What follows belongs to an exercise in optimizing a design on an open flow for small area, a short achievable clock period and few clock cycles per item; a production flow would make more cautious choices.
Where RTL was checked, it was by simulation tests only, not by an equivalence proof against the original.
Power is estimated from default activity; no workload was simulated.

north:
==> flow/design.v <==
`timescale 1ns/1ns
`default_nettype none
package pkt_comm_pkg;
	typedef logic [7:0] pkt_type_t;
	typedef logic [15:0] pkt_id_t;
	typedef logic [23:0] pkt_len_t;    
	typedef logic [31:0] checksum_t;
	typedef logic [15:0] out_word_t;   
	localparam pkt_type_t PKT_COMM_VERSION = 8'd2;
	localparam pkt_type_t PKT_TYPE_WORD_LIST = 8'd1;
	localparam pkt_type_t PKT_TYPE_CMP_CONFIG = 8'd3;
	localparam int PKT_MAX_TYPE = 6;
	localparam pkt_type_t OUTPKT_TYPE_CMP_RESULT = 8'hD4;
	localparam pkt_type_t OUTPKT_TYPE_PROCESSING_DONE = 8'hD2;
	localparam int ERR_INPKT_CHECKSUM = 0;    
	localparam int ERR_INPKT_LEN = 1;         
	localparam int ERR_INPKT_TYPE = 2;        
	localparam int ERR_PKT_VERSION = 3;       
	localparam int ERR_CMP_CONFIG = 7;        
	localparam int ERR_CMP_UNCONFIGURED = 0;  
endpackage
`default_nettype wire
`timescale 1ns/1ns
`default_nettype none
package cmp_pkg;
	localparam int HASH_ADDR_BITS_MAX = 16;
	typedef logic [31:0] hash_t;
	typedef logic [31:0] word_num_t;
	typedef logic [HASH_ADDR_BITS_MAX-1:0] hash_num_t;
endpackage
`default_nettype wire
`timescale 1ns/1ns
`default_nettype none
module md5crypt_cmp (
	input wire PKT_COMM_CLK,
	input wire rst_n,
	input wire [7:0] din,                    
	output logic rd_en,
	input wire empty,
	output logic [15:0] dout,                
	output logic wr_en,
	input wire full,
	output logic [7:0] pkt_comm_status,
	output logic [7:0] app_status
);
	localparam int H0 = 0;    
	localparam int H1 = 1;    
	localparam int HC = 2;    
	localparam int PY = 3;    
	localparam int PC = 4;    
	logic [3:0] ph;           
	logic [1:0] q;            
	logic rdy;
	logic nro;                
	logic [4:0] st;           
	logic e_ver, e_type, e_len, e_chk, e_cfg, e_unc;
	logic is_cfg;             
	logic [10:0] lenw;        
	logic lbad;               
	logic mism;               
	logic [31:0] sum;         
	logic cy;                 
	logic [9:0] ci;           
	logic [4:0] count;        
	logic cbad;
	logic wok;                
	logic last;               
	logic cfg_end;            
	logic [4:0] hc;           
	logic [31:0] tbl [16];    
	logic [15:0] mf;          
	logic fin;                
	logic hit;                
	logic done_pend;
	logic [7:0] d1;
	logic t_h0, t_h1, t_cs, t_py;
	logic busy;
	logic nbo;                
	logic [3:0] cnt;          
	logic c11;                
	logic odone;
	logic [15:0] oid;
	logic [10:0] oval;
	logic [3:0] ohn;
	assign rd_en = ~nro;
	wire take = rdy & ~empty;
	wire halt = e_ver | e_type | e_len | e_chk;
	wire l0 = ph[0];
	wire l1 = ph[1];
	wire l2 = ph[2];
	wire l3 = ph[3];
	wire m0 = ph[1];
	wire m1 = ph[2];
	wire m3 = ph[0];
	wire in_h0 = st[H0];
	wire in_h1 = st[H1];
	wire in_hc = st[HC];
	wire in_py = st[PY];
	wire in_pc = st[PC];
	wire in_cs = in_hc | in_pc;
	wire [10:0] ci_inc = {1'b0, ci} + 11'd1;
	wire byte_mm = (din ^ sum[7:0]) != 8'hFF;    
	wire ev = in_h0 & l0 & (din != 8'd2);
	wire et = in_h0 & l1 & (din != 8'd1) & (din != 8'd3);
	wire el = in_h1 & l2 & ((din != 8'd0) | lbad | (lenw == 11'd0) | (lenw[10] & (lenw[9:0] != 10'd0)));
	wire ec = in_cs & l3 & (mism | byte_mm);
	wire err_now = take & (ev | et | el | ec);
	wire pkt_end = take & in_pc & l3 & ~mism & ~byte_mm;
	wire adv = take & l3;    
	wire [4:0] st_n = {
		(in_pc & ~adv) | (in_py & adv & last),
		(in_py & ~(adv & last)) | (in_hc & adv),
		(in_hc & ~adv) | (in_h1 & adv),
		(in_h1 & ~adv) | (in_h0 & adv),
		(in_h0 & ~adv) | (in_pc & adv)};
	wire s1_cfg = t_py & is_cfg;
	wire s1_wl = t_py & ~is_cfg;
	wire cw = ci == 10'h3FF;                       
	wire wr_ok = s1_cfg & wok;                     
	logic [15:0] eq, we, mask;
	always_comb begin
		for (int i = 0; i < 16; i++) begin
			eq[i] = tbl[i][31:24] == d1;
			we[i] = wr_ok & (ci[3:0] == 4'(i));
			mask[i] = 5'(i) < hc;
		end
	end
	always_ff @(posedge PKT_COMM_CLK) begin
		for (int i = 0; i < 16; i++)
			tbl[i] <= {tbl[i][7:0], we[i] ? d1 : tbl[i][31:24], tbl[i][23:8]};
	end
	wire s1_add = t_h0 | t_h1 | t_py;
	wire [7:0] aa = t_h0 ? 8'h00 : sum[31:24];
	wire [7:0] ap = aa ^ d1;
	wire [7:0] ag = aa & d1;
	logic [8:0] ac;
	logic [7:0] gg, gp;
	always_comb begin
		gg[0] = ag[0];
		gp[0] = ap[0];
		for (int i = 1; i < 8; i++) begin
			gg[i] = ag[i] | (ap[i] & gg[i-1]);
			gp[i] = ap[i] & gp[i-1];
		end
		ac[0] = ~m0 & cy;
		for (int i = 1; i < 9; i++)
			ac[i] = gg[i-1] | (gp[i-1] & ac[0]);
	end
	wire [8:0] add = {ac[8], ap ^ ac[7:0]};
	wire [7:0] sum_2 = s1_add ? add[7:0] : t_cs ? 8'h00 : sum[31:24];
	always_ff @(posedge PKT_COMM_CLK) begin
		sum <= {sum[7:0], sum_2, sum[23:8]};
		if (s1_add)
			cy <= add[8];
		if (take & in_cs)
			mism <= (~l0 & mism) | byte_mm;
	end
	wire hitpend = fin & hit;
	wire ofin = c11 & ~full;                      
	wire ofree = ~busy | ofin;
	wire load_res = hitpend & ofree;
	wire done_now = ofree & ~hitpend & ~is_cfg;
	wire load_now = rdy & in_pc & l3 & done_now;
	wire load_pend = done_pend & ofree & ~hitpend;
	wire busy_n = load_res | load_pend | (pkt_end & done_now) | (busy & ~ofin);
	logic [15:0] mf_n;
	always_comb begin
		if (s1_wl)
			mf_n = (m0 ? mask : mf) & eq;
		else if (load_res)
			mf_n = 16'd0;
		else
			mf_n = mf;
	end
	logic [3:0] hn;
	always_comb begin
		hn = 4'd0;
		for (int i = 15; i >= 0; i--)
			if (mf[i]) hn = 4'(i);
	end
	wire allow_b2 = ~done_pend & ~hitpend & (~busy | (cnt >= 4'd6) | ((cnt == 4'd5) & ~full));
	wire s2 = hit & busy & ~ofin;    
	wire b2_stall = in_h0 & l1 & ~allow_b2;
	wire c0_take = l3 & ~is_cfg & (in_hc | (in_py & ~last));
	wire c0_wait = l3 & ~is_cfg & in_py;
	wire rdy_take = ~err_now & ~b2_stall & ~(c0_take & s2);
	wire rdy_wait = (q == 2'd1) & ~b2_stall & ~(c0_wait & s2);
	wire rdy_n = ~halt & (take ? rdy_take : rdy_wait);
	always_ff @(posedge PKT_COMM_CLK or negedge rst_n) begin
		if (!rst_n) begin
			ph <= 4'b1000;
			q <= 2'd1;
			rdy <= 1'b0;
			nro <= 1'b1;
			st <= 5'b00001;
			e_ver <= 1'b0;
			e_type <= 1'b0;
			e_len <= 1'b0;
			e_chk <= 1'b0;
			e_cfg <= 1'b0;
			e_unc <= 1'b0;
			hc <= 5'd0;
			fin <= 1'b0;
			done_pend <= 1'b0;
			busy <= 1'b0;
			nbo <= 1'b1;
			cfg_end <= 1'b0;
			t_h0 <= 1'b0;
			t_h1 <= 1'b0;
			t_cs <= 1'b0;
			t_py <= 1'b0;
		end else begin
			ph <= {ph[2:0], ph[3]};
			q <= take ? 2'd0 : q - 2'd1;
			st <= st_n;
			rdy <= rdy_n;
			nro <= ~rdy_n;
			if (take & ev) e_ver <= 1'b1;
			if (take & et) e_type <= 1'b1;
			if (take & el) e_len <= 1'b1;
			if (take & ec) e_chk <= 1'b1;
			cfg_end <= pkt_end & is_cfg;
			t_h0 <= take & in_h0;
			t_h1 <= take & in_h1;
			t_cs <= take & in_cs;
			t_py <= take & in_py;
			if (s1_cfg & cw & m1 & (cbad | (d1 != 8'd0)))
				e_cfg <= 1'b1;                      
			if (s1_cfg & ~cw & m3 & ~wok)
				e_cfg <= 1'b1;                      
			if (cfg_end) begin
				if (ci != {5'd0, count})
					e_cfg <= 1'b1;                  
				else if (!e_cfg)
					hc <= count;
			end
			if (s1_wl & m3) begin
				fin <= 1'b1;
				if (hc == 5'd0)
					e_unc <= 1'b1;
			end else if ((s1_wl & m0) | load_res)
				fin <= 1'b0;
			done_pend <= (done_pend & ~load_pend) | (pkt_end & ~is_cfg & ~done_now);
			busy <= busy_n;
			nbo <= ~busy_n;
		end
	end
	logic [9:0] ci_n;
	logic [4:0] count_n;
	logic cbad_n;
	always_comb begin
		ci_n = ci;
		if (take & in_hc)
			ci_n = 10'h3FF;
		else if (t_py & m3)
			ci_n = ci_inc[9:0];
		count_n = count;
		cbad_n = cbad;
		if (s1_cfg & cw & m0) begin
			count_n = d1[4:0];
			cbad_n = (d1 == 8'd0) | (d1 > 8'd16);
		end else if (s1_cfg & cw & m1)
			cbad_n = cbad | (d1 != 8'd0);
	end
	wire [10:0] psum = oval + {7'd0, ohn};
	wire [3:0] cnt_n = cnt + {3'd0, busy & ~full};
	logic [15:0] nxt;
	always_comb begin
		case (cnt_n)
		4'd0: nxt = odone ? 16'hD202 : 16'hD402;
		4'd1: nxt = oid;
		4'd2: nxt = 16'h0008;
		4'd4: nxt = odone ? 16'h2DF5 : 16'h2BF5;
		4'd5: nxt = ~oid;
		4'd6: nxt = {5'd0, oval};
		4'd8: nxt = {12'd0, ohn};
		4'd10: nxt = ~{5'd0, psum};
		4'd11: nxt = 16'hFFFF;
		default: nxt = 16'h0000;
		endcase
	end
	always_ff @(posedge PKT_COMM_CLK) begin
		d1 <= din;
		if (take & in_h0 & l1)
			is_cfg <= din[1];
		if (take & in_h0 & l2)
			oid[7:0] <= din;
		if (take & in_h0 & l3)
			oid[15:8] <= din;
		if (take & in_h1 & l0) begin
			lenw[5:0] <= din[7:2];
			lbad <= din[1:0] != 2'd0;
		end
		if (take & in_h1 & l1) begin
			lenw[10:6] <= din[4:0];
			lbad <= lbad | (din[7:5] != 3'd0);
		end
		ci <= ci_n;
		count <= count_n;
		cbad <= cbad_n;
		if (take & in_hc)
			wok <= 1'b0;
		else if (t_py & m3)
			wok <= cw ? ~cbad : wok & (ci_inc[4:0] != count);
		last <= (ci + 10'd2) == lenw[9:0];
		mf <= mf_n;
		hit <= |mf_n;
		if (load_res) begin
			odone <= 1'b0;
			oval <= {1'b0, ci};
			ohn <= hn;
			cnt <= 4'd0;
			c11 <= 1'b0;
		end else if (load_now | load_pend) begin
			odone <= 1'b1;
			oval <= ci_inc;
			ohn <= 4'd0;
			cnt <= 4'd0;
			c11 <= 1'b0;
		end else if (busy & ~full) begin
			cnt <= cnt + 4'd1;
			c11 <= cnt == 4'd10;
		end
		if (load_res)
			dout <= 16'hD402;
		else if (load_now | load_pend)
			dout <= 16'hD202;
		else
			dout <= nxt;
	end
	assign wr_en = ~(nbo | full);
	assign pkt_comm_status = {e_cfg, 3'b000, e_ver, e_type, e_len, e_chk};
	assign app_status = {7'd0, e_unc};
endmodule
`default_nettype wire
clock: 5.0 ns
lec_check: 0
cap_margin: 20
core_margin: 2
core_utilization: 50
cts_cluster_diameter: 80
cts_cluster_size: 30
setup_slack_margin: 2.7
slew_margin: 20
run.sh (not shown) runs the stock make flow with config.mk's settings and CLKGATE_MAP_FILE= SYNTH_SCRIPT=/design/flow/synth_recipe.tcl, a recipe that flattens the netlist after the stock synthesis.
In summary, north completed successfully, with a layout that passed the timing, design-rule and antenna checks.
Testbench counts of north, summed over its fixed seeds: cycles 37,387, items 8,714.
Here is what was changed in the inputs of south compared with north.
--- a/flow/design.v
+++ b/flow/design.v
@@ -179,5 +179,5 @@
 			if (mf[i]) hn = 4'(i);
 	end
-	wire allow_b2 = ~done_pend & ~hitpend & (~busy | (cnt >= 4'd6) | ((cnt == 4'd5) & ~full));
+	wire allow_b2 = ~done_pend & ~hitpend & (~busy | (cnt >= 4'd5) | ((cnt == 4'd4) & ~full));
 	wire s2 = hit & busy & ~ofin;    
 	wire b2_stall = in_h0 & l1 & ~allow_b2;
@@ -264,17 +264,15 @@
 	end
 	wire [10:0] psum = oval + {7'd0, ohn};
-	wire [3:0] cnt_n = cnt + {3'd0, busy & ~full};
 	logic [15:0] nxt;
 	always_comb begin
-		case (cnt_n)
-		4'd0: nxt = odone ? 16'hD202 : 16'hD402;
-		4'd1: nxt = oid;
-		4'd2: nxt = 16'h0008;
-		4'd4: nxt = odone ? 16'h2DF5 : 16'h2BF5;
-		4'd5: nxt = ~oid;
-		4'd6: nxt = {5'd0, oval};
-		4'd8: nxt = {12'd0, ohn};
-		4'd10: nxt = ~{5'd0, psum};
-		4'd11: nxt = 16'hFFFF;
+		case (cnt)
+		4'd0: nxt = oid;
+		4'd1: nxt = 16'h0008;
+		4'd3: nxt = odone ? 16'h2DF5 : 16'h2BF5;
+		4'd4: nxt = ~oid;
+		4'd5: nxt = {5'd0, oval};
+		4'd7: nxt = {12'd0, ohn};
+		4'd9: nxt = ~{5'd0, psum};
+		4'd10: nxt = 16'hFFFF;
 		default: nxt = 16'h0000;
 		endcase
@@ -312,4 +310,5 @@
 			cnt <= 4'd0;
 			c11 <= 1'b0;
+			dout <= 16'hD402;
 		end else if (load_now | load_pend) begin
 			odone <= 1'b1;
@@ -318,14 +317,10 @@
 			cnt <= 4'd0;
 			c11 <= 1'b0;
+			dout <= 16'hD202;
 		end else if (busy & ~full) begin
 			cnt <= cnt + 4'd1;
 			c11 <= cnt == 4'd10;
-		end
-		if (load_res)
-			dout <= 16'hD402;
-		else if (load_now | load_pend)
-			dout <= 16'hD202;
-		else
 			dout <= nxt;
+		end
 	end
 	assign wr_en = ~(nbo | full);
Notes after the runs:
Against north, south reports a area added between synthesis and finish that is higher.
On post-route total power: south sits below north.
Higher count of non-filler cells in the finished layout was reported by south, not north.
Diff north -> south | combinational power share | decrease of 4.0 points
Logic depth of the worst path, buffers included delta for south relative to north: 7 higher
The total of plain and repair buffers excluding clock buffers of south is higher than that of north.
Looking at largest incremental delay on the critical path, south sits 0.26 ns higher than north does.
Higher power share of the sequential group goes to south over north.
Comparing south and north, the lower mean cell area of the mapped netlist is on south.
Clock-buffer cell count for south is higher than for north.
south completed end to end with timing, DRC and antenna clean.
There was hardly any difference in mapped cell area between north and south.
Worst IR drop on VDD, south and north: larger value in north
south leaves more setup margin than north.
Function not checked in south: the RTL went through the layout flow alone.

## separate check: timing with driven ports
The flow's constraints put no driver on any port. The routed layouts listed below were extracted and timed again, unchanged, in two steps.
Step 1, drivers: a clkbuf_16 drives PKT_COMM_CLK and a buf_2 each remaining input, both assumed.
Step 2 adds t to the input delays and takes it off the output delays; t is the mean of the earliest and latest rising clock arrival at the registers after step 1. Input paths then give back, and output paths get back, about the clock's delay inside the block.
a / b / c = ideal / step 1 / step 2; a / b = the first two.
run | t, ns | slack for setup (ns) | clock arrival spread, ns
north | 0.641 | 2.669 / 2.638 / 2.061 | 0.027 / 0.027
south | 0.664 | 2.677 / 2.641 / 2.129 | 0.023 / 0.022
After both steps setup and hold are still met in every run listed. The setup slack of north, which loses most, moves by -0.031 ns with the drivers and by -0.608 ns with both steps.
